What follows belongs to an exercise in optimizing a design on an open flow for small area, a short achievable clock period and few clock cycles per item; a production flow would make more cautious choices.
Only simulation tests tie the RTL to the original design; equivalence was not proved.
The clock cells of runs 4 to 7 come from the design's own scripts or RTL, not from TritonCTS.
The clock input has no modelled driver; a real chip could not lean on it and would need a root buffer or a full tree.

==> design.v <==
`default_nettype none
package sw_pkg;
    typedef enum logic [1:0] {
        BASE_A = 2'd0,
        BASE_T = 2'd1,
        BASE_G = 2'd2,
        BASE_C = 2'd3
    } base_t;
    typedef logic signed [8-1:0] score_t;
    typedef enum logic [1:0] {
        LOAD_QUERY = 2'd0,
        STREAM_REF = 2'd1,
        DRAIN      = 2'd2
    } load_state_t;
    typedef struct packed {
        score_t             score;
        logic [3-1:0]  row;
        logic [4-1:0]  col;
    } best_t;
endpackage
`default_nettype wire
`timescale 1ns/1ps
`default_nettype none
module sw_pe #(
    parameter int ROW = 0,
    parameter int W   = 5,    
    parameter int WU  = 5     
) (
    input  logic          clk,
    input  logic          rst,
    input  logic          i_step,     
    input  logic          i_valid,    
    input  logic          i_q_we,
    input  logic [1:0]    i_q_base,
    input  logic [1:0]    i_base,     
    input  logic [WU-1:0] i_h_up,     
    output logic [1:0]    o_base,
    output logic [W-1:0]  o_h         
);
    logic [1:0]    q_base;
    logic [WU-1:0] diag;              
    logic [W-1:0]  h_new;
    always_ff @(posedge clk) begin
        if (i_q_we) q_base <= i_q_base;
    end
    function automatic logic gt(input logic [W-1:0] a, input logic [W-1:0] b);
        logic g;
        g = 1'b0;
        for (int k = 0; k < W; k++) g = (a[k] & ~b[k]) | ((a[k] | ~b[k]) & g);
        gt = g;
    endfunction
    always_comb begin
        logic [W-1:0] dd;
        logic [W-1:0] m;
        dd = (ROW == 0) ? '0 : W'(diag);
        m  = dd;
        if (ROW != 0 && gt(W'(i_h_up), m)) m = W'(i_h_up);
        if (gt(o_h, m)) m = o_h;
        if (i_base == q_base) h_new = dd + 2'd2;
        else                  h_new = (m == '0) ? '0 : m - 1'b1;
    end
    always_ff @(posedge clk) begin
        if (i_step) begin
            o_base <= i_base;
            diag   <= i_h_up;
        end
    end
    if (ROW == 0) begin : g_h_rst
        always_ff @(posedge clk or posedge rst) begin
            if (rst) o_h <= '0;
            else if (i_step) o_h <= i_valid ? h_new : '0;
        end
    end else begin : g_h
        always_ff @(posedge clk) begin
            if (i_step) o_h <= i_valid ? h_new : '0;
        end
    end
endmodule
`default_nettype wire
`timescale 1ns/1ps
`default_nettype none
module sw_top (
    input  logic                clk,
    input  logic                rst,
    input  logic                i_sym_valid,
    input  sw_pkg::base_t       i_sym,
    input  logic                i_res_credit,
    output logic                o_sym_credit,
    output logic                o_res_valid,
    output sw_pkg::score_t      o_res_score,
    output logic [3-1:0]   o_res_row,
    output logic [4-1:0]   o_res_col
);
    localparam int NQ = 8;
    localparam int NR = 16;
    localparam int ND = NQ + NR - 1;     
    logic       in_v;
    logic [1:0] in_b;
    logic       is_ref;                  
    logic [2:0] qi;                      
    logic [4:0] d;                       
    logic       step;
    logic       drain;
    always_ff @(posedge clk) begin
        in_v <= i_sym_valid;
        in_b <= i_sym;
    end
    assign drain = (d >= 5'(NR)) && (d != 5'(ND));
    assign step  = (in_v && is_ref) || drain;
    always_ff @(posedge clk or posedge rst) begin
        if (rst) begin
            is_ref <= 1'b0;
            qi     <= '0;
            d      <= '0;
        end else begin
            if (in_v && !is_ref) qi <= qi + 1'b1;
            if (in_v && !is_ref && qi == 3'(NQ - 1)) is_ref <= 1'b1;
            if (in_v && is_ref && d == 5'(NR - 1))   is_ref <= 1'b0;
            if (step)               d <= d + 1'b1;
            else if (d == 5'(ND))   d <= '0;
        end
    end
    function automatic int hw(input int row);
        int mx;
        mx = 2 * (row + 1);
        hw = $clog2(mx + 1);
    endfunction
    logic [1:0] base_c [NQ+1];
    logic [4:0] h_c    [NQ+1];           
    logic [NQ-1:0] valid;
    assign base_c[0] = in_b;
    assign h_c[0]    = '0;
    for (genvar i = 0; i < NQ; i++) begin : g_pe
        localparam int W  = hw(i);
        localparam int WU = (i == 0) ? 1 : hw(i - 1);
        logic [W-1:0] h;
        assign valid[i] = (d >= 5'(i)) && (d <= 5'(i + NR - 1));
        sw_pe #(.ROW(i), .W(W), .WU(WU)) u_pe (
            .clk      (clk),
            .rst      (rst),
            .i_step   (step),
            .i_valid  (valid[i]),
            .i_q_we   (in_v && !is_ref && (qi == 3'(i))),
            .i_q_base (in_b),
            .i_base   (base_c[i]),
            .i_h_up   (h_c[i][WU-1:0]),
            .o_base   (base_c[i+1]),
            .o_h      (h)
        );
        assign h_c[i+1] = 5'(h);
    end
    logic       first;               
    logic       done;                
    logic [3:0] dl;                  
    logic [4:0] run_s;
    logic [2:0] run_r;
    logic [3:0] run_c;
    logic [4:0] b_s;
    logic [2:0] b_r;
    logic [3:0] b_c;
    function automatic logic gt5(input logic [4:0] a, input logic [4:0] b);
        logic g;
        g = 1'b0;
        for (int k = 0; k < 5; k++) g = (a[k] & ~b[k]) | ((a[k] | ~b[k]) & g);
        gt5 = g;
    endfunction
    assign first = (d == 5'd1);
    assign done  = (d == 5'(ND));
    assign dl    = 4'(d - 1'b1);
    always_comb begin
        logic [4:0]    s0;
        logic [NQ-1:0] c1;               
        logic [NQ-1:0] c2;               
        logic [NQ-1:0] sel;
        logic [2:0]    r;
        s0 = first ? 5'd0 : run_s;
        for (int i = 0; i < NQ; i++) begin
            c1[i] = gt5(h_c[i+1], s0);
            c2[i] = c1[i] && (h_c[i+1][0] == s0[0]);
        end
        sel = (c2 != '0) ? c2 : c1;
        r = '0;
        for (int i = NQ - 1; i >= 0; i--) begin
            if (sel[i]) r = 3'(i);
        end
        if (first) begin
            b_s = '0;
            b_r = '0;
            b_c = '0;
        end else begin
            b_s = run_s;
            b_r = run_r;
            b_c = run_c;
        end
        if (c1 != '0) begin
            b_s = s0 + ((c2 != '0) ? 5'd2 : 5'd1);
            b_r = r;
            b_c = dl - 4'(r);
        end
    end
    always_ff @(posedge clk) begin
        run_s <= b_s;
        run_r <= b_r;
        run_c <= b_c;
    end
    logic       rv;
    logic [3:0] spare;
    logic       rc_in;                   
    always_ff @(posedge clk) begin
        rc_in <= i_res_credit;
    end
    always_ff @(posedge clk) begin
        rv <= done;
    end
    assign o_res_valid = rv;
    assign o_res_score = sw_pkg::score_t'({3'b000, run_s});
    assign o_res_row   = run_r;
    assign o_res_col   = run_c;
    logic [2:0] owed;                    
    logic [2:0] avail;
    logic       allow;                   
    logic       give;
    logic       osc;
    assign avail = owed + {2'b0, in_v};
    assign allow = is_ref && (d == 5'(NQ + NR - 5 - NQ) + {2'b0, owed});
    assign give  = (avail != '0) && (!allow || (spare != '0));
    always_ff @(posedge clk or posedge rst) begin
        if (rst) begin
            owed  <= '0;
            osc   <= 1'b0;
            spare <= '0;
        end else begin
            owed  <= avail - {2'b0, give};
            osc   <= give;
            spare <= spare + {3'b0, rc_in} - {3'b0, give && allow};
        end
    end
    assign o_sym_credit = osc;
endmodule
`default_nettype wire
==> flow/run.sh <==
#!/bin/bash
# Standard ORFS layout with four changes: the port buffers are buf_2 instead
# of the default delay-cell buffer; clock tree synthesis uses a clkbuf_16 root
# and clkbuf_4 leaves and no dummy loads; after it, flow/post_cts.tcl gives
# clkbuf_8 to the leaves whose flip-flop clock pins see a slew above 90 ps;
# timing repair aims for 17 ns of setup slack, that is a 5 ns clock.
set -o pipefail
bash standard.sh \
  'BUFFER_PORTS_ARGS=-buffer_cell sky130_fd_sc_hd__buf_2' \
  'CTS_ARGS=-sink_clustering_enable -repair_clock_nets -dont_use_dummy_load -root_buf sky130_fd_sc_hd__clkbuf_16 -buf_list sky130_fd_sc_hd__clkbuf_4' \
  "POST_CTS_TCL=$PWD/flow/post_cts.tcl" \
  SETUP_SLACK_MARGIN=17.0 \
  finish > standard.log 2>&1
==> flow/post_cts.tcl <==
# After CTS with small leaf buffers: give clkbuf_8 to every clock buffer
# whose flip-flop clock pins see a slew above 90 ps, then re-legalize.
set_propagated_clock [all_clocks]
estimate_parasitics -placement
set upsized 0
foreach inst [get_cells -quiet -filter "ref_name == sky130_fd_sc_hd__clkbuf_4"] {
  set name [get_full_name $inst]
  set worst 0
  set net [get_nets -of_objects [get_pins $name/X]]
  foreach pin [get_pins -of_objects $net -filter "direction == input"] {
    foreach e {rise fall} {
      set s [get_property $pin slew_max_$e]
      if {$s ne "" && $s > $worst} { set worst $s }
    }
  }
  if {$worst > 0.090} {
    replace_cell $inst sky130_fd_sc_hd__clkbuf_8
    incr upsized
  }
}
puts "post_cts: upsized $upsized clock buffers"
detailed_placement
estimate_parasitics -placement
==> standard.sh <==
#!/bin/bash
# synth_recipe.tcl (not shown) runs the flow's synth.tcl, then flattens the netlist and writes it again
# the make line also repeats each setting of config.mk as NAME=value (left out here)
make -C /OpenROAD-flow-scripts/flow DESIGN_CONFIG=/design/flow/config.mk WORK_HOME=/design/flow/orfs CLKGATE_MAP_FILE= SYNTH_SCRIPT=/design/flow/synth_recipe.tcl "${@:-finish}"
==> config.mk <==
export PLATFORM = sky130hd
export DESIGN_NAME = sw_top
export DESIGN_NICKNAME = sw_top
export VERILOG_FILES = /design/flow/design.v
export SDC_FILE = /design/flow/constraint.sdc
export NUM_CORES = 4
export LEC_CHECK = 0
export ABC_AREA = 1
export CAP_MARGIN = 20
export CORE_MARGIN = 2
export CORE_UTILIZATION = 70
export SLEW_MARGIN = 20
==> constraint.sdc <==
create_clock -name core_clock -period 22.0 [get_ports {clk}]
set_input_delay 4.4000 -clock core_clock [delete_from_list [all_inputs] [get_ports {clk}]]
set_output_delay 4.4000 -clock core_clock [all_outputs]
set_load 0.01 [all_outputs]
==> flow_summary_export.csv, run 1 <==
group,metric,value,unit
clocking,clock_latency,0.37,ns
synthesis,synth_top_family_by_area,"simple AND/OR/NAND/NOR gates",
worst_hold_path,min_path_type,"reg -> reg",
critical_path,slowest_stage,"edfxtp_1",
die,core_area,0.0108,mm^2
global_routing,grt_pass1_wl,28500,um
critical_path,crit_buf_inv,1,
critical_path,path_max_fanout,1,
cells_and_area,final_common_cell,"nand2_1",
placed_design,dp_slack,16.92,ns
timing,fin_crit,5.29,ns
synthesis,netlist_area,0.00769,mm^2
route,first_pass_iters,6,
timing,skew,0.0269,ns
die,dieArea,0.0118,mm^2
critical_path,arrival,0.89,ns
global_routing,grt_usage,31.1,%
synthesis,ys_ff_latch,117,
die,initial_utilization,71.2,%
route,drc,0,
global_routing,grt_overflow,0,
timing,setup_ws,16.71,ns
timing,slew_viol_final,0,
clocking,cts_sinks,117,
synthesis,synth.area.mux_share,0,%
synthesis,synth_flop_cell,"edfxtp_1",
clocking,clk_pin_slew_worst_paths,0.07,ns
cells_and_area,area_growth,6.07,%
timing,setup_viol,0,
cells_and_area,nets,1070,
die,rows,38,
critical_path,cp_top_family,"flip-flops",
global_routing,grt_pass1_vias,6476,
synthesis,syn_avg_cell_area,7.80,um^2
cells_and_area,n_antenna_cell,0,
cells_and_area,final_cell_mix,"nand2_1, inv_1, nand3_1, edfxtp_1, nor2_1",
flow_run,maxCapViolCount,0,
timing,slew_headroom,47.7,%
global_routing,grt_max_degree,54,
cells_and_area,seqCellArea,0.00333,mm^2
clocking,tritoncts,"done",
synthesis,synthArstFlopShare,16.2,%
placed_design,portBuffers,19,
synthesis,synth-simple-area-share,28.3,%
synthesis,ys_seq_area_share,43.2,%
die,ios,23,
die,die_x,109,um
cells_and_area,multi_input_area,0.00368,mm^2
synthesis,synth_compound_area_share,8.66,%
timing,timing.final.crit_share,24.0,%
critical_path,startpoint_type,"register",
critical_path,critical_path_class,"reg -> out",
cells_and_area,fillers,818,
synthesis,synth.area.top_cells,"edfxtp_1, nand2_1, inv_1",
synthesis,synth_area_leader_cell,"edfxtp_1",
critical_path,end_kind,"output pin",
route,routed-via-count,6693,
timing,fin_setup_tns,0,ns
synthesis,yosysTopAreaCellShare,34.4,%
route,drtAntennaViolNets,0,
synthesis,netlist_instances,986,
synthesis,ys_types,44,
placed_design,place_congestion,0.910,
synthesis,synth-edff-count,88,
die,die_height,109,um
route,wl_per_cell,14.9,um
critical_path,critPathRequiredTime,17.60,ns
cells_and_area,layout-drive-gt1-share,8.54,%
synthesis,synth_xor_area_share,3.30,%
route,routed_via_density,5.77,
global_routing,antenna_found_initial,0,
synthesis,ys_warn_count,13,
timing,rsz0062_at_grt,"yes",
route,drt_iter0_markers,560,
timing,hold_viol_final,0,
timing,worst_pin_slew,0.777,ns
timing,fmax,0.189,GHz
placed_design,place_hpwl,12700,um
synthesis,yosys.area_share.adder,7.29,%
route,routed_wl,17200,um
status,status,"complete, no violations",
critical_path,cpPeakStageDelay,0.38,ns
critical_path,crit_chain,"buf_2",
## metal layers
metal / vias up / global-route usage, % / part of all wire, %
met3: 40 / 5.62 / 5.2
met4: 0 / 14.6 / 2.3
met1: 3144 / 35.9 / 40
met5: - / 0 / 0
met2: 233 / 55.8 / 52
li1: 3276 / - / -
## layout make-up
cell class	count	area share, %
clock buffer	17	2.16
inverter	167	7.69
multi-input combinational	693	45.1
sequential	117	40.8
tap	140	2.15
timing repair buffer	25	2.10
## Yosys cell counts (2+ instances only)
library cell	count
nor3_1	12
fa_1	3
dfxtp_1	10
o21a_1	3
nand3_1	102
dfrtp_1	19
xnor2_1	21
buf_6	4
nand4_1	10
xor2_1	8
nor2_2	2
edfxtp_1	88
o21ai_1	14
buf_4	4
clkbuf_1	3
or2_2	11
nand2_4	2
nor2_4	3
inv_2	12
o31ai_1	2
nand3_2	3
ha_1	40
o22ai_1	4
a21oi_1	43
nand3b_1	7
inv_1	154
nand2_1	274
a31oi_1	3
o211ai_1	4
nor2_1	62
o21ai_0	44
nand2_2	3
## worst paths after layout
kind | start | endpoint | slack [ns] | cells past startpoint
hold / removal | g_pe[5].u_pe.o_base[0] | g_pe[6].u_pe.o_base[0] | 0.48 | 0
hold reg to reg | g_pe[5].u_pe.o_base[0] | g_pe[6].u_pe.o_base[0] | 0.48 | 0
min in group asynchronous | rst | qi[2] | 4.14 | 2
setup / recovery | run_c[1] | o_res_col[1] | 16.71 | 1
max in group asynchronous | rst | spare[2] | 17.39 | 2
setup reg to reg | d[1] | run_c[2] | 17.51 | 22
## logic make-up after synthesis
logic type,after synthesis
other,1
AND/OR/NAND/NOR,495
flip-flops,117
adder cells (fa/ha/maj),43
AO/OA/AOI/OAI,123
XOR/XNOR,29
buffers and inverters,178
## metrics by stage
step / utilization (%) / instance area (um^2) / hold slack [ns] / instances
6_report: 75.6 / 8160 / 0.476 / 1159
5_1_grt: 75.6 / 8160 / 0.497 / 1159
3_5_place_dp: 73.2 / 7900 / 0.469 / 1137
3_3_place_gp: 73.2 / 7900 / 0.454 / 1137
2_1_floorplan: - / 7700 / 0.424 / 988
## registers in the layout (all words and copies together) (netlist names)
signal            flops
spare                 4
run_s                 5
g_pe.u_pe.diag       24
owed                  3
in_b                  2
run_r                 3
g_pe.u_pe.o_base     14
osc                   1
qi                    3
is_ref                1
g_pe.u_pe.o_h        29
rv                    1
in_v                  1
d                     5
run_c                 4
rc_in                 1
g_pe.u_pe.q_base     16
Testbench counts, summed over its fixed seeds: cycles 9,296, jobs 384.
==> inputs of run 2 (changes only) <==
--- a/config.mk
+++ b/config.mk
@@ -8,5 +8,5 @@
 export ABC_AREA = 1
 export CAP_MARGIN = 20
 export CORE_MARGIN = 2
-export CORE_UTILIZATION = 70
+export CORE_UTILIZATION = 60
 export SLEW_MARGIN = 20
==> run 2 against run 1 <==
Critical path depth stayed put. Highest routed layer unchanged. Count of clock-buffer cells in the layout did not move. Critical endpoint is now o_sym_credit. Design area is 0.32% higher. Via count down 2.5%. Synthesized area is the same.
==> flow_summary_export.csv, run 2 <==
group,metric,value,unit
route,routed-via-count,6523,
timing,slew_headroom,52.7,%
clocking,tritoncts,"done",
die,die_height,117,um
global_routing,grt_pass1_wl,27200,um
critical_path,cp_top_family,"flip-flops",
global_routing,grt_pass1_vias,6032,
synthesis,yosysTopAreaCellShare,34.4,%
placed_design,place_hpwl,12600,um
timing,fmax,0.191,GHz
route,routed_via_density,5.48,
synthesis,ys_warn_count,13,
cells_and_area,layout-drive-gt1-share,8.45,%
synthesis,ys_types,44,
die,initial_utilization,61.2,%
die,ios,23,
timing,worst_hold_slack,0.465,ns
cells_and_area,final_cell_mix,"nand2_1, inv_1, nand3_1, edfxtp_1, nor2_1",
route,drc,0,
timing,timing.final.crit_share,23.8,%
synthesis,synth_area_leader_cell,"edfxtp_1",
critical_path,cpPeakStageDelay,0.36,ns
critical_path,startpoint_type,"register",
clocking,clk_pin_slew_worst_paths,0.08,ns
timing,fin_setup_tns,0,ns
synthesis,ys_seq_area_share,43.2,%
critical_path,worst-r2r-cell-count,22,
route,routed_wl,16600,um
cells_and_area,seqCellArea,0.00333,mm^2
cells_and_area,multi_input_area,0.00368,mm^2
clocking,clock_latency,0.36,ns
timing,skew,0.0280,ns
synthesis,yosysMostFrequentCell,"nand2_1",
flow_run,maxCapViolCount,0,
cells_and_area,largest_reg_flops,29,
timing,slew_viol_final,0,
critical_path,r2r_slack,17.47,ns
route,first_pass_iters,6,
cells_and_area,largestRegisters,"g_pe.u_pe.o_h: 29 flops, g_pe.u_pe.diag: 24 flops, g_pe.u_pe.q_base: 16 flops",
critical_path,crit_chain,"buf_2",
die,dieArea,0.0137,mm^2
clocking,cts_sinks,117,
timing,fin_crit,5.24,ns
global_routing,antenna_found_initial,0,
synthesis,synth_flop_cell,"edfxtp_1",
worst_hold_path,hold_path.startpoint,"g_pe[5].u_pe.o_base[1]",
die,rows,41,
route,drtAntennaViolNets,0,
cells_and_area,n_antenna_cell,0,
timing,hold_viol_final,0,
placed_design,dp_slack,16.89,ns
route,drt_iter0_markers,432,
critical_path,critPathRequiredTime,17.60,ns
cells_and_area,final_common_cell,"nand2_1",
synthesis,synth-edff-count,88,
synthesis,netlist_instances,986,
cells_and_area,fillers,1066,
route,wl_per_cell,14.0,um
worst_hold_path,hold_path_end,"g_pe[6].u_pe.o_base[1]",
global_routing,met3_usage,5.56,%
critical_path,critical_path_class,"reg -> out",
critical_path,end_kind,"output pin",
critical_path,slowest_stage,"dfrtp_1",
timing,rsz0062_at_grt,"yes",
global_routing,grt_usage,25.7,%
cells_and_area,area_growth,6.41,%
placed_design,portBuffers,19,
worst_hold_path,worstHoldPathCells,0,
critical_path,path_max_fanout,1,
cells_and_area,largest-register,"g_pe.u_pe.o_h",
synthesis,yosys-top-cells-count,"nand2_1, inv_1, nand3_1",
die,core_area,0.0126,mm^2
worst_hold_path,min_path_type,"reg -> reg",
global_routing,grt_max_degree,54,
timing,setup_ws,16.76,ns
global_routing,grt_overflow,0,
synthesis,netlist_area,0.00769,mm^2
global_routing,grt_use_met1,31.1,%
critical_path,crit_buf_inv,1,
timing,setup_viol,0,
cells_and_area,postLayoutCoreUtil,65.1,%
global_routing,met2_usage,44.6,%
critical_path,crit_cells,1,
status,status,"complete, no violations",
critical_path,arrival,0.84,ns
placed_design,place_congestion,0.901,
synthesis,ys_ff_latch,117,
global_routing,grt.busiest_layer,"met2",
timing,worst_pin_slew,0.704,ns
synthesis,syn_avg_cell_area,7.80,um^2
critical_path,r2r-start,"d[1]",
critical_path,r2r-end,"run_c[2]",
synthesis,synth.area.top_cells,"edfxtp_1, nand2_1, inv_1",
cells_and_area,nets,1069,
synthesis,synthArstFlopShare,16.2,%
die,die_x,117,um
[run 2: per-stage QoR]
step                std cells  cell area (um^2)
global placement         1169              7940
finish                   1190              8180
global route             1190              8180
detailed placement       1169              7940
floorplan                 988              7700
[run 2: final cells by class]
cell class                      instances  area share [%]
Tap cell                              172            2.63
Clock buffer                           17            2.08
Multi-Input combinational cell        693            44.9
Timing Repair Buffer                   24            2.00
Sequential cell                       117            40.7
Inverter                              167            7.66
[run 2: worst max path at each step]
stage	slack, ns	start	to
2_1_floorplan	17.13	run_s[2]	o_res_score[2]
3_3_place_gp	16.94	run_s[2]	o_res_score[2]
3_5_place_dp	16.89	run_s[2]	o_res_score[2]
5_1_grt	16.72	osc	o_sym_credit
6_report	16.76	osc	o_sym_credit
[run 2: kinds of logic after synthesis]
logic type,synth area share [%]
simple gates,28.3
buf+inv,9.27
xor+xnor,3.30
fa+ha+maj,7.29
other cells,0.0488
compound gates,8.66
flops,43.1
[run 2: per-layer routing]
| layer | wire [um] | vias up | share of wire [%] |
|---|---|---|---|
| li1 | - | 3274 | - |
| met1 | 7060 | 3010 | 42 |
| met2 | 8280 | 207 | 50 |
| met3 | 886 | 32 | 5.3 |
| met4 | 385 | 0 | 2.3 |
| met5 | 0 | - | 0 |
==> inputs of run 3 (changes only) <==
--- a/design.v
+++ b/design.v
@@ -205,10 +205,6 @@
     end
     logic       rv;
     logic [3:0] spare;
-    logic       rc_in;                   
-    always_ff @(posedge clk) begin
-        rc_in <= i_res_credit;
-    end
     always_ff @(posedge clk) begin
         rv <= done;
     end
@@ -232,7 +228,7 @@
         end else begin
             owed  <= avail - {2'b0, give};
             osc   <= give;
-            spare <= spare + {3'b0, rc_in} - {3'b0, give && allow};
+            spare <= spare + {3'b0, i_res_credit} - {3'b0, give && allow};
         end
     end
     assign o_sym_credit = osc;
==> run 3 against run 2 <==
Still clean. Non-clock buffer count is 1 higher. Core utilization is 0.067 points higher. Worst setup slack worse by 0.030 ns. Count of clock-buffer cells in the layout stayed put. Design area is 0.31% lower. Wire length is 1.5% lower. First-iteration DRC count is 1.4% higher. Die area is 0.61% lower.
==> flow_summary_export.csv, run 3 <==
group,metric,value,unit
synthesis,yosysTopAreaCellShare,34.6,%
synthesis,synth_area_leader_cell,"edfxtp_1",
critical_path,arrival,0.87,ns
cells_and_area,final_common_cell,"nand2_1",
timing,worst_hold_slack,0.470,ns
critical_path,end_kind,"output pin",
clocking,clk_pin_slew_worst_paths,0.09,ns
synthesis,ys_seq_area_share,43.2,%
cells_and_area,largest-register,"g_pe.u_pe.o_h",
timing,hold_viol_final,0,
timing,setup_viol,0,
critical_path,critPathRequiredTime,17.60,ns
synthesis,ys_warn_count,13,
synthesis,synthArstFlopShare,16.4,%
route,routed_wl,16400,um
critical_path,slowest_stage,"edfxtp_1",
clocking,tritoncts,"done",
synthesis,synth_flop_cell,"edfxtp_1",
cells_and_area,final_cell_mix,"nand2_1, inv_1, nand3_1, edfxtp_1, nor2_1",
critical_path,critical_path_class,"reg -> out",
route,wl_per_cell,13.9,um
placed_design,place_congestion,0.882,
synthesis,synth-edff-count,88,
critical_path,crit_cells,1,
synthesis,yosysMostFrequentCell,"nand2_1",
timing,slew_headroom,42.3,%
critical_path,cp_top_family,"flip-flops",
critical_path,cpPeakStageDelay,0.36,ns
global_routing,grt_max_degree,47,
timing,slew_viol_final,0,
route,drt_iter0_markers,438,
timing,fmax,0.190,GHz
synthesis,yosys-top-cells-count,"nand2_1, inv_1, nand3_1",
timing,fin_crit,5.27,ns
global_routing,grt_pass1_wl,27500,um
global_routing,antenna_found_initial,0,
cells_and_area,stdcell_area,0.00816,mm^2
global_routing,grt_usage,26.0,%
synthesis,netlist_area,0.00764,mm^2
die,rows,41,
placed_design,portBuffers,19,
timing,setup_ws,16.73,ns
die,die_height,117,um
die,initial_utilization,61.0,%
placed_design,placed_area,0.00791,mm^2
synthesis,syn_avg_cell_area,7.87,um^2
cells_and_area,largestRegisters,"g_pe.u_pe.o_h: 29 flops, g_pe.u_pe.diag: 24 flops, g_pe.u_pe.q_base: 16 flops",
critical_path,crit_chain,"buf_2",
cells_and_area,area_growth,6.76,%
synthesis,netlist_instances,971,
synthesis,ys_ff_latch,116,
die,dieArea,0.0137,mm^2
critical_path,path_max_fanout,1,
placed_design,place_hpwl,12500,um
clocking,clock_latency,0.36,ns
cells_and_area,nets,1054,
synthesis,synth.area.top_cells,"edfxtp_1, nand2_1, inv_1",
clocking,cts_sinks,116,
timing,timing.final.crit_share,24.0,%
cells_and_area,largest_reg_flops,29,
route,routed-via-count,6334,
route,routed_via_density,5.39,
critical_path,worst-r2r-cell-count,22,
die,core_area,0.0125,mm^2
route,drc,0,
cells_and_area,fillers,1095,
placed_design,dp_slack,16.68,ns
timing,worst_pin_slew,0.863,ns
worst_hold_path,min_path_type,"reg -> reg",
cells_and_area,n_antenna_cell,0,
synthesis,ys_types,46,
critical_path,startpoint_type,"register",
critical_path,crit_buf_inv,1,
die,ios,23,
global_routing,grt_pass1_vias,6040,
cells_and_area,layout-drive-gt1-share,9.67,%
global_routing,grt_overflow,0,
route,first_pass_iters,5,
flow_run,maxCapViolCount,0,
worst_hold_path,worstHoldPathCells,0,
die,die_x,117,um
timing,skew,0.0239,ns
status,status,"complete, no violations",
route,drtAntennaViolNets,0,
timing,fin_setup_tns,0,ns
timing,rsz0062_at_grt,"yes",
==> run 3: path summary, 6_finish.rpt <==
| path | startpoint | end | slack, ns |
|---|---|---|---|
| max in group asynchronous | rst | osc | 17.38 |
| min in group asynchronous | rst | spare[1] | 4.15 |
| worst max-delay path | run_r[2] | o_res_row[2] | 16.73 |
| worst max register to register | d[1] | run_c[2] | 17.46 |
| worst min register to register | g_pe[2].u_pe.o_base[0] | g_pe[3].u_pe.o_base[0] | 0.47 |
| worst min-delay path | g_pe[2].u_pe.o_base[0] | g_pe[3].u_pe.o_base[0] | 0.47 |
==> run 3: per-stage QoR <==
step	utilization, %	std cells
finish	65.2	1175
global route	65.2	1175
detailed placement	63.2	1153
global placement	63.2	1153
floorplan	-	973
==> run 3: layout make-up <==
class | count | area [um^2] | share of cell area [%]
multi-input cells | 682 | 3680 | 45.1
flip-flops and latches | 116 | 3310 | 40.6
inverters | 163 | 612 | 7.50
well taps | 172 | 215 | 2.64
repair buffers | 25 | 178 | 2.18
clock buffers | 17 | 164 | 2.01
==> run 3: per-layer routing <==
layer	share of wire, %	global-route usage, %	routed length, um	up-vias
li1	-	-	-	3238
met1	44	32.4	7230	2943
met2	50	44.9	8210	135
met3	4.3	6.28	710	18
met4	1.3	7.76	210	0
met5	0	0	0	-
==> run 3: cell families after synthesis <==
family / count (synthesis) / share of synthesized area, %
compound gates: 121 / 8.68
xor+xnor: 29 / 3.32
fa+ha+maj: 43 / 7.34
buf+inv: 175 / 9.14
flops: 116 / 43.2
other cells: 1 / 0.0491
simple gates: 486 / 28.3
Testbench counts of run 3, summed over its fixed seeds: cycles 9,296, jobs 384.
==> inputs of run 4 (changes only) <==
==> flow/run.sh (replaced) <==
#!/bin/bash
# Standard ORFS layout with these changes: the port buffers are buf_2 instead
# of the default delay-cell buffer; after clock tree synthesis, flow/post_cts.tcl
# replaces the tree with a smaller two-level one (flow/clock_tree.tcl); timing
# repair aims for 17 ns of setup slack, that is a 5 ns clock.
set -o pipefail
bash standard.sh \
  'BUFFER_PORTS_ARGS=-buffer_cell sky130_fd_sc_hd__buf_2' \
  'CTS_ARGS=-sink_clustering_enable -repair_clock_nets -dont_use_dummy_load' \
  "POST_CTS_TCL=$PWD/flow/post_cts.tcl" \
  SETUP_SLACK_MARGIN=17.0 \
  finish > standard.log 2>&1
==> flow/clock_tree.tcl (new file) <==
# Replace the clock tree that CTS built with a two-level tree: the clock port
# drives NROOT clkbuf_16 roots, each root drives NLEAF/NROOT clkbuf_8 leaves,
# each leaf drives the flip-flops of one group. Groups are made by splitting
# the flip-flops in halves by location, along the longer side each time.
proc split_groups { items n } {
  set groups [list $items]
  while {[llength $groups] < $n} {
    set big [lindex [lsort -command {apply {{a b} {expr {[llength $b] - [llength $a]}}}} $groups] 0]
    set idx [lsearch -exact $groups $big]
    set groups [lreplace $groups $idx $idx]
    set xs {}; set ys {}
    foreach s $big { lappend xs [lindex $s 1]; lappend ys [lindex $s 2] }
    set xs [lsort -integer $xs]; set ys [lsort -integer $ys]
    set key [expr {([lindex $xs end] - [lindex $xs 0]) >= ([lindex $ys end] - [lindex $ys 0]) ? 1 : 2}]
    set sorted [lsort -integer -index $key $big]
    set h [expr {[llength $sorted] / 2}]
    lappend groups [lrange $sorted 0 [expr {$h - 1}]] [lrange $sorted $h end]
  }
  return $groups
}
proc centre { g } {
  set sx 0; set sy 0
  foreach s $g { set sx [expr {$sx + [lindex $s 1]}]; set sy [expr {$sy + [lindex $s 2]}] }
  return [list [expr {$sx / [llength $g]}] [expr {$sy / [llength $g]}]]
}
proc rebuild_clock_tree { nroot nleaf root_master leaf_master } {
  set block [ord::get_db_block]
  set db [ord::get_db]
  set clknet [[$block findBTerm clk] getNet]
  # collect register clock pins anywhere below the port, remove the old tree
  set sinks {}
  set todo [list $clknet]
  set oldbufs {}
  while {[llength $todo]} {
    set net [lindex $todo 0]; set todo [lrange $todo 1 end]
    foreach it [$net getITerms] {
      set inst [$it getInst]
      if {[$it isInputSignal] || [$it getIoType] == "INPUT"} {
        set mname [[$inst getMaster] getName]
        if {[string match "*clkbuf*" $mname] || [string match "*clkinv*" $mname]} {
          if {[lsearch -exact $oldbufs $inst] < 0} {
            lappend oldbufs $inst
            lappend todo [[$inst findITerm X] getNet]
          }
        } else {
          set loc [$inst getLocation]
          lappend sinks [list $it [lindex $loc 0] [lindex $loc 1]]
        }
      }
    }
  }
  foreach inst $oldbufs {
    set onet [[$inst findITerm X] getNet]
    foreach it [$inst getITerms] { $it disconnect }
    odb::dbInst_destroy $inst
    if {$onet ne "NULL" && $onet != $clknet} { odb::dbNet_destroy $onet }
  }
  foreach s $sinks { set it [lindex $s 0]; if {[$it getNet] ne "NULL"} { $it disconnect }; $it connect $clknet }
  puts "clock tree: [llength $sinks] sinks, removed [llength $oldbufs] buffers"
  set rm [$db findMaster $root_master]
  set lm [$db findMaster $leaf_master]
  set leaves [split_groups $sinks $nleaf]
  # leaf positions, then group leaves under roots
  set lrec {}
  set k 0
  foreach g $leaves {
    set c [centre $g]
    lappend lrec [list $k [lindex $c 0] [lindex $c 1] $g]
    incr k
  }
  set r 0
  foreach rg [split_groups $lrec $nroot] {
    set c [centre $rg]
    set rinst [odb::dbInst_create $block $rm "clkroot_$r"]
    $rinst setLocation [lindex $c 0] [lindex $c 1]
    $rinst setPlacementStatus PLACED
    set rnet [odb::dbNet_create $block "clknet_root_$r"]
    $rnet setSigType CLOCK
    [$rinst findITerm A] connect $clknet
    [$rinst findITerm X] connect $rnet
    foreach l $rg {
      set k [lindex $l 0]
      set linst [odb::dbInst_create $block $lm "clkleaf_$k"]
      $linst setLocation [lindex $l 1] [lindex $l 2]
      $linst setPlacementStatus PLACED
      set lnet [odb::dbNet_create $block "clknet_leaf_$k"]
      $lnet setSigType CLOCK
      [$linst findITerm A] connect $rnet
      [$linst findITerm X] connect $lnet
      foreach s [lindex $l 3] { set it [lindex $s 0]; $it disconnect; $it connect $lnet }
      puts "clock leaf $k under root $r: [llength [lindex $l 3]] sinks"
    }
    incr r
  }
}
==> flow/post_cts.tcl (replaced) <==
# Runs after ORFS's clock tree synthesis: replaces its H-tree with a
# two-level tree (flow/clock_tree.tcl): the clock port drives two clkbuf_16
# roots, each root drives four clkbuf_8 leaves, each leaf one group of
# about 15 flip-flops. Then re-legalizes the placement.
source [file join [file dirname [info script]] clock_tree.tcl]
rebuild_clock_tree 2 8 sky130_fd_sc_hd__clkbuf_16 sky130_fd_sc_hd__clkbuf_8
detailed_placement
check_placement -verbose
set_propagated_clock [all_clocks]
estimate_parasitics -placement
repair_timing -hold -hold_margin 0 -match_cell_footprint -verbose
detailed_placement
==> run 4 against run 3 <==
Still clean on timing, DRC and antenna. Synthesized area unchanged. Clock skew up 0.0039 ns. Critical path depth stayed put. Final cell count down 0.60%. First-iteration DRC count fell by 11%. Core utilization hardly changed. Critical endpoint unchanged.
==> flow_summary_export.csv, run 4 <==
group,metric,value,unit
cells_and_area,area_growth,6.71,%
die,die_x,117,um
critical_path,critical_path_class,"reg -> out",
route,routed-via-count,6339,
synthesis,synth_area_leader_cell,"edfxtp_1",
clocking,clk_pin_slew_worst_paths,0.11,ns
timing,setup_viol,0,
cells_and_area,n_antenna_cell,0,
die,die_height,117,um
synthesis,syn_avg_cell_area,7.87,um^2
timing,fin_setup_tns,0,ns
synthesis,ys_types,46,
synthesis,netlist_instances,971,
route,drt_iter0_markers,392,
critical_path,crit_buf_inv,1,
die,rows,41,
critical_path,r2r-end,"run_c[2]",
cells_and_area,layout-drive-gt1-share,9.04,%
flow_run,maxCapViolCount,0,
route,wl_met1,7250,um
route,first_pass_iters,5,
timing,rsz0062_at_grt,"yes",
timing,slew_viol_final,0,
critical_path,cp-startpoint,"run_r[2]",
global_routing,grt_usage,25.1,%
global_routing,grt_pass1_wl,27500,um
synthesis,yosys-top-cells-count,"nand2_1, inv_1, nand3_1",
global_routing,antenna_found_initial,0,
synthesis,ys_ff_latch,116,
cells_and_area,largest_reg_flops,29,
clocking,clock_latency,0.31,ns
route,wl_per_cell,14.1,um
critical_path,r2r-start,"d[1]",
timing,slew_headroom,43.2,%
cells_and_area,largest-register,"g_pe.u_pe.o_h",
timing,fmax,0.191,GHz
timing,hold_viol_final,0,
cells_and_area,final_common_cell,"nand2_1",
cells_and_area,final_cell_mix,"nand2_1, inv_1, nand3_1, edfxtp_1, nor2_1",
synthesis,yosysTopAreaCellShare,34.6,%
synthesis,netlist_area,0.00764,mm^2
route,drc,0,
timing,fin_crit,5.23,ns
critical_path,r2r_slack,17.47,ns
timing,timing.final.crit_share,23.8,%
synthesis,yosysMostFrequentCell,"nand2_1",
route,drtAntennaViolNets,0,
cells_and_area,nets,1047,
synthesis,synth-edff-count,88,
global_routing,grt_overflow,0,
synthesis,ys_seq_area_share,43.2,%
cells_and_area,largestRegisters,"g_pe.u_pe.o_h: 29 flops, g_pe.u_pe.diag: 24 flops, g_pe.u_pe.q_base: 16 flops",
die,ios,23,
timing,worst_pin_slew,0.849,ns
route,routed_wl,16400,um
worst_hold_path,min_path_type,"reg -> reg",
synthesis,synth.area.top_cells,"edfxtp_1, nand2_1, inv_1",
route,routed_via_density,5.43,
placed_design,place_hpwl,12500,um
synthesis,synth_flop_cell,"edfxtp_1",
critical_path,end_kind,"output pin",
critical_path,slowest_stage,"edfxtp_1",
placed_design,portBuffers,19,
critical_path,critPathRequiredTime,17.60,ns
critical_path,crit_chain,"buf_2",
critical_path,cp_top_family,"flip-flops",
critical_path,endpoint,"o_res_row[2]",
route,dr.max_layer_used,"met4",
die,core_area,0.0125,mm^2
global_routing,grt_pass1_vias,6097,
critical_path,worst-r2r-cell-count,24,
critical_path,arrival,0.83,ns
critical_path,cpPeakStageDelay,0.37,ns
timing,worst_hold_slack,0.467,ns
status,status,"complete, no violations",
global_routing,grt_max_degree,47,
route,wl_met3,682,um
placed_design,place_congestion,0.882,
route,met2_length,8240,um
critical_path,startpoint_type,"register",
die,initial_utilization,61.0,%
synthesis,synthArstFlopShare,16.4,%
clocking,cts_sinks,116,
critical_path,crit_cells,1,
synthesis,ys_warn_count,13,
timing,skew,0.0278,ns
die,dieArea,0.0137,mm^2
critical_path,path_max_fanout,1,
==> run 4: cell counts after synthesis <==
No cell type changed its count.
==> run 4: metal layers <==
metal / global-route usage [%] / vias up
met5: 0 / -
met4: 6.35 / 0
met3: 2.78 / 22
met2: 45.8 / 150
met1: 32.0 / 2944
li1: - / 3223
==> run 4: worst min path at each step <==
stage                                 from                endpoint  slack [ns]  cells after the start
global route        g_pe[3].u_pe.o_base[0]  g_pe[4].u_pe.o_base[0]        0.50                      0
floorplan              g_pe[1].u_pe.o_h[2]    g_pe[2].u_pe.diag[2]        0.42                      0
detailed placement  g_pe[0].u_pe.o_base[0]  g_pe[1].u_pe.o_base[0]        0.46                      0
finish              g_pe[3].u_pe.o_base[0]  g_pe[4].u_pe.o_base[0]        0.47                      0
global placement    g_pe[3].u_pe.o_base[1]  g_pe[4].u_pe.o_base[1]        0.45                      0
==> run 4: logic make-up after synthesis <==
logic type / Yosys count / synth area share [%]
compound gates: 121 / 8.68
xor+xnor: 29 / 3.32
simple gates: 486 / 28.3
buf+inv: 175 / 9.14
fa+ha+maj: 43 / 7.34
other cells: 1 / 0.0491
flops: 116 / 43.2
==> run 4: cell type report <==
type / instances / area, um^2
multi-input combinational: 682 / 3680
fill: 1076 / 4360
sequential: 116 / 3310
tap: 172 / 215
buffer: 10 / 160
inverter: 163 / 612
timing repair buffer: 25 / 178
==> run 4: metrics by stage <==
stage	instance area, um^2	setup slack, ns	instances	utilization (%)
after floorplan	7660	16.81	973	-
after global placement	7910	16.69	1153	63.2
after detailed placement	7910	16.68	1153	63.2
after global routing	8150	16.73	1168	65.1
final	8150	16.77	1168	65.1
==> inputs of run 5 (changes only) <==
==> flow/run.sh (replaced) <==
#!/bin/bash
# Standard ORFS layout with these changes: the port buffers are buf_2 instead
# of the default delay-cell buffer; after clock tree synthesis, flow/post_cts.tcl
# replaces the tree with a smaller two-level one (flow/clock_tree.tcl); timing
# repair aims for 16.6 ns of setup slack.
set -o pipefail
bash standard.sh \
  'BUFFER_PORTS_ARGS=-buffer_cell sky130_fd_sc_hd__buf_2' \
  'CTS_ARGS=-sink_clustering_enable -repair_clock_nets -dont_use_dummy_load' \
  "POST_CTS_TCL=$PWD/flow/post_cts.tcl" \
  SETUP_SLACK_MARGIN=16.6 \
  finish > standard.log 2>&1
==> run 5 against run 4 <==
Final cell count down 0.43%. Die area unchanged. First-iteration DRC count increased by 17%. Register-to-register slack barely moved. Critical path type unchanged. Critical endpoint is now o_res_score[2]. Largest cell class unchanged. Highest routed layer unchanged.
==> flow_summary_export.csv, run 5 <==
group,metric,value,unit
cells_and_area,area_growth,5.40,%
worst_hold_path,min_path_type,"reg -> reg",
critical_path,cp-startpoint,"run_s[2]",
synthesis,ys_types,46,
timing,slew_viol_final,0,
die,die_x,117,um
cells_and_area,largest-register,"g_pe.u_pe.o_h",
synthesis,netlist_instances,971,
synthesis,synthArstFlopShare,16.4,%
critical_path,crit_chain,"buf_2",
critical_path,r2r_slack,17.48,ns
timing,setup_ws,16.68,ns
cells_and_area,stdcell_area,0.00805,mm^2
route,routed_wl,16500,um
timing,fin_crit,5.32,ns
synthesis,synth_area_leader_cell,"edfxtp_1",
cells_and_area,final_common_cell,"nand2_1",
timing,rsz0062_at_grt,"no",
flow_run,maxCapViolCount,0,
route,first_pass_iters,5,
critical_path,end_kind,"output pin",
placed_design,dp.cells,1153,
global_routing,grt_overflow,0,
global_routing,antenna_found_initial,0,
synthesis,yosysTopAreaCellShare,34.6,%
clocking,clock_latency,0.32,ns
timing,timing.final.crit_share,24.2,%
critical_path,critical_path_class,"reg -> out",
cells_and_area,nets,1042,
critical_path,critPathRequiredTime,17.60,ns
critical_path,path_max_fanout,7,
critical_path,crit_cells,1,
die,ios,23,
timing,slew_headroom,36.3,%
timing,fin_setup_tns,0,ns
placed_design,portBuffers,19,
synthesis,yosysMostFrequentCell,"nand2_1",
route,routed_via_density,5.50,
synthesis,synth-edff-count,88,
critical_path,startpoint_type,"register",
clocking,cts_sinks,116,
route,routed-via-count,6391,
critical_path,r2r-start,"d[1]",
global_routing,grt_pass1_wl,27500,um
critical_path,arrival,0.92,ns
critical_path,cpPeakStageDelay,0.45,ns
placed_design,dp_slack,16.67,ns
die,rows,41,
synthesis,netlist_area,0.00764,mm^2
critical_path,worst-r2r-cell-count,24,
synthesis,synth_flop_cell,"edfxtp_1",
status,status,"complete, no violations",
route,drc,0,
global_routing,grt_pass1_vias,6239,
clocking,clk_pin_slew_worst_paths,0.09,ns
cells_and_area,largestRegisters,"g_pe.u_pe.o_h: 29 flops, g_pe.u_pe.diag: 24 flops, g_pe.u_pe.q_base: 16 flops",
timing,worst_pin_slew,0.955,ns
synthesis,syn_avg_cell_area,7.87,um^2
timing,worst_hold_slack,0.462,ns
route,wl_per_cell,14.2,um
placed_design,placed_area,0.00789,mm^2
die,die_height,117,um
timing,setup_viol,0,
synthesis,ys_warn_count,13,
synthesis,ys_ff_latch,116,
synthesis,ys_seq_area_share,43.2,%
cells_and_area,layout-drive-gt1-share,7.87,%
global_routing,grt_usage,25.1,%
critical_path,r2r-end,"run_c[2]",
route,drtAntennaViolNets,0,
timing,skew,0.0387,ns
route,drt_iter0_markers,458,
global_routing,grt_max_degree,73,
synthesis,synth.area.top_cells,"edfxtp_1, nand2_1, inv_1",
cells_and_area,final_cell_mix,"nand2_1, inv_1, nand3_1, edfxtp_1, nor2_1",
cells_and_area,fin_cells,1163,
cells_and_area,n_antenna_cell,0,
critical_path,endpoint,"o_res_score[2]",
synthesis,yosys-top-cells-count,"nand2_1, inv_1, nand3_1",
die,core_area,0.0125,mm^2
placed_design,place_hpwl,12400,um
critical_path,crit_buf_inv,1,
cells_and_area,postLayoutCoreUtil,64.3,%
timing,hold_viol_final,0,
placed_design,place_congestion,0.877,
critical_path,slowest_stage,"dfxtp_2",
critical_path,cp_top_family,"flip-flops",
timing,fmax,0.188,GHz
worst_hold_path,worstHoldPathCells,0,
die,dieArea,0.0137,mm^2
cells_and_area,largest_reg_flops,29,
die,initial_utilization,61.0,%
-- run 5: cell type report --
cell class                      count  area [um^2]
Multi-Input combinational cell    682         3660
Buffer                             10          160
Timing Repair Buffer               20          103
Fill cell                        1080         4460
Inverter                          163          612
Tap cell                          172          215
Sequential cell                   116         3300
-- run 5: cell families (layout without fill, tap and decap cells) --
kind of cell,Yosys count,after routing,share of synthesized area (%)
flip-flops,116,116,43.2
other,1,3,0.0491
AO/OA/AOI/OAI,121,121,8.68
XOR/XNOR,29,29,3.32
buffers and inverters,175,193,9.14
AND/OR/NAND/NOR,486,486,28.3
adder cells (fa/ha/maj),43,43,7.34
-- run 5: worst min path at each step --
stage | from | endpoint | slack, ns
after global placement | g_pe[0].u_pe.o_base[0] | g_pe[1].u_pe.o_base[0] | 0.45
after detailed placement | g_pe[3].u_pe.o_base[0] | g_pe[4].u_pe.o_base[0] | 0.46
after global routing | g_pe[3].u_pe.o_base[1] | g_pe[4].u_pe.o_base[1] | 0.49
after floorplan | g_pe[1].u_pe.o_h[2] | g_pe[2].u_pe.diag[2] | 0.42
final | g_pe[3].u_pe.o_base[1] | g_pe[4].u_pe.o_base[1] | 0.46
-- run 5: per-layer routing --
layer,part of all wire [%],global-route usage (%)
met5,0,0
met4,2.2,7.53
met3,4.2,3.40
met2,50,46.0
met1,44,30.7
==> inputs of run 6 (changes only) <==
==> flow/run.sh (replaced) <==
#!/bin/bash
# Standard ORFS layout with these changes: the port buffers are buf_2 instead
# of the default delay-cell buffer; after clock tree synthesis, flow/post_cts.tcl
# replaces the tree with a smaller two-level one (flow/clock_tree.tcl); timing
# repair aims for 16.8 ns of setup slack.
set -o pipefail
bash standard.sh \
  'BUFFER_PORTS_ARGS=-buffer_cell sky130_fd_sc_hd__buf_2' \
  'CTS_ARGS=-sink_clustering_enable -repair_clock_nets -dont_use_dummy_load' \
  "POST_CTS_TCL=$PWD/flow/post_cts.tcl" \
  SETUP_SLACK_MARGIN=16.8 \
  finish > standard.log 2>&1
==> run 6 against run 5 <==
Synthesized cell count stayed put. Hold slack better by 0.00088 ns. Via count hardly changed. Fmax is 1.6% higher. Wire length is 0.21% higher. Design area is 0.87% higher. First-iteration DRC count is 1.3% lower. Flip-flop and latch count stayed put.
==> flow_summary_export.csv, run 6 <==
group,metric,value,unit
route,first_pass_iters,5,
critical_path,cpPeakStageDelay,0.38,ns
route,routed_wl,16500,um
worst_hold_path,hold_path.startpoint,"g_pe[3].u_pe.o_base[1]",
worst_hold_path,hold_path_end,"g_pe[4].u_pe.o_base[1]",
cells_and_area,multi_input_area,0.00366,mm^2
cells_and_area,area_growth,6.32,%
die,die_x,117,um
cells_and_area,layout-drive-gt1-share,8.54,%
placed_design,dp.cells,1153,
synthesis,ys_seq_area_share,43.2,%
global_routing,grt_pass1_wl,27600,um
placed_design,portBuffers,19,
global_routing,antenna_found_initial,0,
critical_path,crit_buf_inv,1,
critical_path,cp_top_family,"flip-flops",
critical_path,r2r-end,"run_c[2]",
synthesis,syn_avg_cell_area,7.87,um^2
critical_path,r2r-start,"d[1]",
die,rows,41,
clocking,cts_sinks,116,
critical_path,path_max_fanout,1,
route,routed_via_density,5.47,
cells_and_area,largestRegisters,"g_pe.u_pe.o_h: 29 flops, g_pe.u_pe.diag: 24 flops, g_pe.u_pe.q_base: 16 flops",
cells_and_area,nets,1046,
die,ios,23,
timing,fin_setup_tns,0,ns
synthesis,synthArstFlopShare,16.4,%
cells_and_area,largest_reg_flops,29,
timing,setup_viol,0,
synthesis,yosysMostFrequentCell,"nand2_1",
cells_and_area,n_antenna_cell,0,
synthesis,yosysTopAreaCellShare,34.6,%
synthesis,netlist_area,0.00764,mm^2
critical_path,critPathRequiredTime,17.60,ns
placed_design,place_congestion,0.877,
timing,slew_viol_final,0,
route,drt_iter0_markers,452,
clocking,clock_latency,0.32,ns
critical_path,slowest_stage,"edfxtp_1",
critical_path,end_kind,"output pin",
global_routing,grt_pass1_vias,6284,
synthesis,synth_area_leader_cell,"edfxtp_1",
cells_and_area,final_common_cell,"nand2_1",
timing,skew,0.0352,ns
global_routing,grt_overflow,0,
worst_hold_path,min_path_type,"reg -> reg",
die,core_area,0.0125,mm^2
flow_run,maxCapViolCount,0,
route,wl_per_cell,14.2,um
die,initial_utilization,61.0,%
cells_and_area,seqCellArea,0.00331,mm^2
synthesis,synth.area.top_cells,"edfxtp_1, nand2_1, inv_1",
cells_and_area,largest-register,"g_pe.u_pe.o_h",
synthesis,ys_ff_latch,116,
cells_and_area,fin_cells,1167,
critical_path,worst-r2r-cell-count,24,
synthesis,ys_types,46,
global_routing,grt_max_degree,73,
clocking,clk_pin_slew_worst_paths,0.11,ns
critical_path,cp-startpoint,"run_r[2]",
cells_and_area,final_cell_mix,"nand2_1, inv_1, nand3_1, edfxtp_1, nor2_1",
timing,worst_hold_slack,0.463,ns
route,routed-via-count,6387,
timing,timing.final.crit_share,23.8,%
timing,fmax,0.191,GHz
worst_hold_path,worstHoldPathCells,0,
synthesis,netlist_instances,971,
route,drtAntennaViolNets,0,
timing,worst_pin_slew,0.955,ns
cells_and_area,fillers,1077,
timing,rsz0062_at_grt,"yes",
timing,slew_headroom,36.3,%
timing,fin_crit,5.24,ns
critical_path,r2r_slack,17.47,ns
die,die_height,117,um
synthesis,synth_flop_cell,"edfxtp_1",
critical_path,startpoint_type,"register",
global_routing,grt_usage,25.2,%
timing,hold_viol_final,0,
synthesis,yosys-top-cells-count,"nand2_1, inv_1, nand3_1",
placed_design,place_hpwl,12400,um
route,drc,0,
die,dieArea,0.0137,mm^2
critical_path,crit_chain,"buf_2",
critical_path,arrival,0.84,ns
synthesis,synth-edff-count,88,
critical_path,critical_path_class,"reg -> out",
synthesis,ys_warn_count,13,
status,status,"complete, no violations",
run 6: changes by cell type in the layout (fill, tap and decap cells not counted), sizes merged:
cell  previous run  this run
buf             20        24
run 6: logic make-up after synthesis:
family	share of synthesized area [%]
buf+inv	9.14
compound gates	8.68
fa+ha+maj	7.34
simple gates	28.3
other cells	0.0491
xor+xnor	3.32
flops	43.2
run 6: worst max path at each step:
stage	endpoint	cells after the start
2_1_floorplan	spare[2]	4
3_3_place_gp	spare[1]	5
3_5_place_dp	spare[1]	5
5_1_grt	o_res_row[1]	1
6_report	o_res_row[2]	1
run 6: per-stage QoR:
step / cell area, um^2 / util [%] / worst slack (ns)
floorplan: 7650 / - / 16.80
global placement: 7890 / 63.0 / 16.70
detailed placement: 7890 / 63.0 / 16.67
global route: 8120 / 64.9 / 16.71
finish: 8120 / 64.9 / 16.76
run 6: layout make-up:
type	count	share of cell area [%]
timing repair buffer	24	2.02
buffer	10	1.97
tap	172	2.65
sequential	116	40.7
inverter	163	7.53
multi-input combinational	682	45.1
run 6: metal layers:
layer | global-route usage [%] | share of wire (%) | vias up
met4 | 8.00 | 2.5 | 0
met5 | 0 | 0 | -
li1 | - | - | 3219
met1 | 30.7 | 44 | 2974
met3 | 3.40 | 4.4 | 37
met2 | 46.2 | 49 | 157
==> inputs of run 7 (changes only) <==
--- a/design.v
+++ b/design.v
@@ -134,7 +134,9 @@
         localparam int W  = hw(i);
         localparam int WU = (i == 0) ? 1 : hw(i - 1);
         logic [W-1:0] h;
-        assign valid[i] = (d >= 5'(i)) && (d <= 5'(i + NR - 1));
+        logic [4:0] dmi;
+        assign dmi      = d - 5'(i);
+        assign valid[i] = !dmi[4];
         sw_pe #(.ROW(i), .W(W), .WU(WU)) u_pe (
             .clk      (clk),
             .rst      (rst),
==> run 7 against run 6 <==
First-iteration DRC count grew 5.5%. Fmax shrank 0.35%. Critical path depth is the same. Still clean on timing, DRC and antenna. Via count shrank 2.6%. Flip-flop and latch count is the same. Critical path type unchanged. Critical endpoint is now o_res_row[0]. Sequential share of layout area grew 0.22 points.
==> flow_summary_export.csv, run 7 <==
group,metric,value,unit
timing,fin_crit,5.25,ns
placed_design,dp.cells,1149,
timing,fin_setup_tns,0,ns
cells_and_area,final_cell_mix,"nand2_1, inv_1, nand3_1, edfxtp_1, nor2_1",
global_routing,antenna_found_initial,0,
synthesis,netlist_area,0.00758,mm^2
placed_design,portBuffers,19,
status,status,"complete, no violations",
synthesis,yosysMostFrequentCell,"nand2_1",
critical_path,startpoint_type,"register",
route,drc,0,
synthesis,ys_ff_latch,116,
die,initial_utilization,60.8,%
synthesis,yosysTopAreaCellShare,34.9,%
synthesis,syn_avg_cell_area,7.85,um^2
die,rows,41,
cells_and_area,final_common_cell,"nand2_1",
timing,hold_viol_final,0,
route,drt_iter0_markers,477,
cells_and_area,layout-drive-gt1-share,7.87,%
critical_path,cp_top_family,"flip-flops",
timing,fmax,0.190,GHz
timing,setup_viol,0,
critical_path,critPathRequiredTime,17.60,ns
synthesis,ys_types,48,
synthesis,synthArstFlopShare,16.4,%
synthesis,synth_area_leader_cell,"edfxtp_1",
timing,timing.final.crit_share,23.9,%
cells_and_area,n_antenna_cell,0,
route,routed-via-count,6224,
critical_path,crit_buf_inv,1,
critical_path,end_kind,"output pin",
timing,slew_viol_final,0,
cells_and_area,largest-register,"g_pe.u_pe.o_h",
route,wl_per_cell,14.1,um
die,dieArea,0.0135,mm^2
timing,worst_pin_slew,0.717,ns
critical_path,slowest_stage,"edfxtp_1",
placed_design,place_congestion,0.861,
synthesis,synth-edff-count,88,
global_routing,grt_max_degree,55,
clocking,cts_sinks,116,
route,routed_via_density,5.35,
critical_path,arrival,0.85,ns
route,routed_wl,16400,um
cells_and_area,nets,1043,
critical_path,path_max_fanout,1,
cells_and_area,area_growth,6.57,%
die,core_area,0.0125,mm^2
placed_design,place_hpwl,12200,um
synthesis,netlist_instances,965,
die,die_x,116,um
critical_path,cpPeakStageDelay,0.40,ns
timing,rsz0062_at_grt,"yes",
clocking,clk_pin_slew_worst_paths,0.11,ns
cells_and_area,largest_reg_flops,29,
die,die_height,116,um
critical_path,crit_chain,"buf_2",
cells_and_area,largestRegisters,"g_pe.u_pe.o_h: 29 flops, g_pe.u_pe.diag: 24 flops, g_pe.u_pe.q_base: 16 flops",
global_routing,grt_overflow,0,
timing,slew_headroom,52.2,%
clocking,clock_latency,0.31,ns
synthesis,synth_flop_cell,"edfxtp_1",
route,drtAntennaViolNets,0,
critical_path,critical_path_class,"reg -> out",
global_routing,grt_pass1_vias,5960,
global_routing,grt_pass1_wl,27000,um
synthesis,yosys-top-cells-count,"nand2_1, inv_1, nand3_1",
route,first_pass_iters,5,
synthesis,ys_warn_count,13,
worst_hold_path,min_path_type,"reg -> reg",
flow_run,maxCapViolCount,0,
cells_and_area,fin_cells,1163,
global_routing,grt_usage,25.0,%
die,ios,23,
synthesis,ys_seq_area_share,43.5,%
synthesis,synth.area.top_cells,"edfxtp_1, nand2_1, inv_1",
timing,skew,0.0253,ns
[run 7: cell families after synthesis]
group                      count (synthesis)  synth area share (%)
xor gates and xnor gates                  34                  3.93
AOI/OAI and AO/OA                        117                  8.59
buffers and inverters                    178                  9.23
adders and majority gates                 44                  7.56
other                                      1                0.0495
and+or+nand+nor                          475                  27.1
DFF                                      116                  43.5
[run 7: per-stage QoR]
stage / worst slack (ns) / hold WS [ns] / util [%] / instance area [um^2]
floorplan: 16.80 / 0.424 / - / 7580
global placement: 16.69 / 0.451 / 62.9 / 7840
detailed placement: 16.64 / 0.462 / 62.9 / 7840
global route: 16.73 / 0.490 / 64.8 / 8070
finish: 16.75 / 0.475 / 64.8 / 8070
[run 7: worst paths after layout]
check / endpoint / from / cells after the start / slack (ns)
worst max register to register: run_c[2] / d[1] / 22 / 17.68
worst max-delay path: o_res_row[0] / run_r[0] / 1 / 16.75
min in group asynchronous: d[4] / rst / 2 / 4.19
worst min register to register: g_pe[4].u_pe.o_base[0] / g_pe[3].u_pe.o_base[0] / 0 / 0.47
worst min-delay path: g_pe[4].u_pe.o_base[0] / g_pe[3].u_pe.o_base[0] / 0 / 0.47
max in group asynchronous: d[2] / rst / 2 / 17.36
[run 7: layout make-up]
type / count / area [um^2]
Timing Repair Buffer: 24 / 164
Fill cell: 1091 / 4390
Tap cell: 172 / 215
Sequential cell: 116 / 3310
Buffer: 10 / 160
Inverter: 168 / 631
Multi-Input combinational cell: 673 / 3600
[run 7: layer usage]
metal	track usage (%)	share of wire, %	up-vias
met5	0	0	-
met4	6.19	1.8	0
met3	2.39	3.5	25
met2	45.1	50	121
met1	32.4	45	2896
li1	-	-	3182
Testbench counts of run 7, summed over its fixed seeds: cycles 9,296, jobs 384.

## port drivers added, routing unchanged
No port has a modelled driver above. Below, the same layouts with a new extraction and two added sets of constraints. Step 1 assumes that a clkbuf_16 drives the clock port and a buf_2 every other input. Step 2 also shifts input and output timing later by t, the mid clock arrival at the registers, as if the neighbouring blocks saw the same clock. Three values: no drivers, after step 1, after step 2; two values: the first two.
run | t, ns | slack for setup (ns) | worst setup path after step 2 | worst register clock-pin slew, ns
run 1 | 0.394 | 16.710 / 16.670 / 17.017 | input, reset recovery | 0.09 / 0.09
run 2 | 0.384 | 16.760 / 16.719 / 17.022 | input, reset recovery | 0.09 / 0.09
run 3 | 0.389 | 16.730 / 16.688 / 16.697 | input to register | 0.09 / 0.09
run 4 | 0.349 | 16.771 / 16.717 / 16.699 | input to register | 0.11 / 0.11
run 5 | 0.351 | 16.682 / 16.630 / 16.681 | input to register | 0.12 / 0.12
run 6 | 0.350 | 16.764 / 16.712 / 16.687 | input to register | 0.11 / 0.11
run 7 | 0.346 | 16.746 / 16.693 / 16.646 | input to register | 0.11 / 0.11
After both steps every run listed still meets setup and hold. The setup slack of run 7, which loses most, moves by -0.053 ns with the drivers and by -0.100 ns with both steps. Setup slack includes reset recovery checks.
